This is an optimization exercise on Yosys and OpenROAD, whose aim is small area, a short achievable clock period and few clock cycles per item, not a production implementation. Where RTL was checked, it was by simulation tests only, not by an equivalence proof against the original.

## rational_arith_unit
module rational_arith_unit #(
    parameter int OPERAND_WIDTH = 32
) (
    input  logic                              i_clk,
    input  logic                              i_rst_n,
    input  logic                              push,
    output logic                              full,
    input  logic [1:0]                        i_kind,
    input  logic signed [rau_pkg::NUM_W-1:0]  i_a_num,
    input  logic [rau_pkg::DEN_W-1:0]         i_a_den,
    input  logic signed [rau_pkg::NUM_W-1:0]  i_b_num,
    input  logic [rau_pkg::DEN_W-1:0]         i_b_den,
    output logic                              empty,
    input  logic                              pop,
    output logic signed [rau_pkg::RES_W-1:0]  o_res_num,
    output logic [rau_pkg::RES_W-2:0]         o_res_den,
    output logic                              o_valid_res
);
Size: about 5800 cells after synthesis, about 690 flip-flops, roughly 260 I/O pins, roughly 0.053 mm^2 of cells after synthesis.
make LEC_CHECK=0 CAP_MARGIN=20 CORE_MARGIN=2 CORE_UTILIZATION=40 SETUP_SLACK_MARGIN=5 SLEW_MARGIN=20 finish   # period 10.5 ns
run.sh (not shown) runs the stock make flow with config.mk's settings and CLKGATE_MAP_FILE= SYNTH_SCRIPT=/design/flow/synth_recipe.tcl, a recipe that flattens the netlist after the stock synthesis.
The starting point went through all stages and came out clean.
Testbench counts at the start, summed over its fixed seeds: cycles 154,956, items 4,000.
Rerun with:
==> flow/flow/run.sh (new file) <==
#!/bin/bash
set -euo pipefail
bash standard.sh SETUP_SLACK_MARGIN=7 TNS_END_PERCENT=10 finish > flow_make.log 2>&1
==> flow/standard.sh (new file) <==
#!/bin/bash
# synth_recipe.tcl (not shown) runs the flow's synth.tcl, then flattens the netlist and writes it again
# the make line also repeats each setting of config.mk as NAME=value (left out here)
make -C /OpenROAD-flow-scripts/flow DESIGN_CONFIG=/design/flow/config.mk WORK_HOME=/design/flow/orfs CLKGATE_MAP_FILE= SYNTH_SCRIPT=/design/flow/synth_recipe.tcl "${@:-finish}"
SETUP_SLACK_MARGIN = unset   (was 5)
removed: flow/run.sh
After rerunning: The changed run completed with no timing, DRC or antenna violations; maximum frequency went up by 8.5%; wire length rose by 10%; setup slack is better by 0.42 ns; count of clock-buffer cells in the layout is higher by 9.


the previous run:
rational_arith_unit, a different RTL version from the one above (not shown whole).
Size: ~7100 cells after synthesis, ~690 flip-flops, ~260 I/O pins, about 0.063 mm² of cells after synthesis.
Settings: LEC_CHECK=0, ABC_CLOCK_PERIOD_IN_PS=5000, CAP_MARGIN=20, CORE_MARGIN=2, CORE_UTILIZATION=40, SETUP_SLACK_MARGIN=4.5, SLEW_MARGIN=20; clock period 10.5 ns.
Stock flow here: none of the scripts above is used.
--- input diff the previous run..the current run ---
Settings: clearing SETUP_SLACK_MARGIN, which used to be 4.5.
Results
- The current run against the previous run: fraction of met2 tracks used by global routing shrank by 1.2 points, sequential cell area fraction in the yosys report about even.
- Taking the previous run as the reference, in the current run final critical-path required period rose 1.03 ns, cell count fell 116.
- The current run ends up with lower highest clock frequency the design can meet than the previous run does.
Function was not checked in any run of this note: the RTL went through the layout flow alone.


## xenon
Another version of the RTL of rational_arith_unit (not shown whole).
Size in the first run: ~5800 cells after synthesis, roughly 51000 um^2 of cells after synthesis.
Settings: LEC_CHECK=0, CAP_MARGIN=20, CORE_MARGIN=2, CORE_UTILIZATION=40, SETUP_SLACK_MARGIN=5, SLEW_MARGIN=20; clock period 10.5 ns.
Testbench counts of xenon, summed over its fixed seeds: cycles 154,956, items 4,000.
diff inputs: xenon => maple
- an added TNS_END_PERCENT of 5
- a deleted SETUP_SLACK_MARGIN that had been 5
- a change of CORE_UTILIZATION from 40 to 60
==> flow/flow/run.sh (new file) <==
#!/bin/bash
set -euo pipefail
bash standard.sh SETUP_SLACK_MARGIN=6 finish > flow_make.log 2>&1
==> flow/standard.sh (new file) <==
#!/bin/bash
# synth_recipe.tcl (not shown) runs the flow's synth.tcl, then flattens the netlist and writes it again
# the make line also repeats each setting of config.mk as NAME=value (left out here)
make -C /OpenROAD-flow-scripts/flow DESIGN_CONFIG=/design/flow/config.mk WORK_HOME=/design/flow/orfs CLKGATE_MAP_FILE= SYNTH_SCRIPT=/design/flow/synth_recipe.tcl "${@:-finish}"
removed: flow/run.sh
### Flow results
maple: no failed stages, no open violations at the end
Changes observed in maple relative to xenon: delay of the slowest cell on the worst path shrank by 0.11 ns; total global-route track usage grew by 13 points; setup slack after placement grew by 0.45 ns.
maple ends up with a share of the clock period used by the worst path after layout that is 4.7 points lower than in xenon.
Post-layout minimum cycle time ended up 0.50 ns lower on maple than on xenon.
Final area in maple is 1.3% higher than in xenon

port drivers added, routing unchanged:
No port has a modelled driver above. Below, the same layouts with a new extraction and two added sets of constraints. Step 1 (the two cells are an assumption about what drives the block):
set clk [get_ports {i_clk}]
set_driving_cell -lib_cell sky130_fd_sc_hd__clkbuf_16 $clk
set_driving_cell -lib_cell sky130_fd_sc_hd__buf_2 [delete_from_list [all_inputs] $clk]
Step 2 times the ports against the registers' clock, not the clock port: input delays grow and output delays shrink by t, the midpoint of the rising clock arrivals with the driver on. Three values: ideal ports, drivers, drivers and shift; two values: the first two.
run | t, ns | slack for setup (ns) | hold slack, ns | worst setup path at the end | pins driven straight from the clock port
the first run of note 1 | 0.766 | 5.178 / 5.178 / 4.875 | 0.473 / 0.473 / 0.473 | input to register | 1
the second run of note 1 | 0.800 | 5.594 / 5.594 / 5.594 | 0.473 / 0.473 / 0.473 | register to register | 1
the previous run | 0.775 | 2.676 / 2.676 / 2.676 | 0.480 / 0.480 / 0.480 | register to register | 1
the current run | 0.762 | 1.643 / 1.643 / 1.643 | 0.500 / 0.500 / 0.500 | register to register | 1
xenon | 0.759 | 5.125 / 5.125 / 4.474 | 0.452 / 0.452 / 0.452 | input to register | 1
maple | 0.714 | 5.621 / 5.621 / 5.067 | 0.459 / 0.459 / 0.459 | input to register | 1
After both steps every run listed still meets setup and hold. For xenon, which loses most, drivers alone change the setup slack by 0.000 ns; drivers and shift together by -0.651 ns.
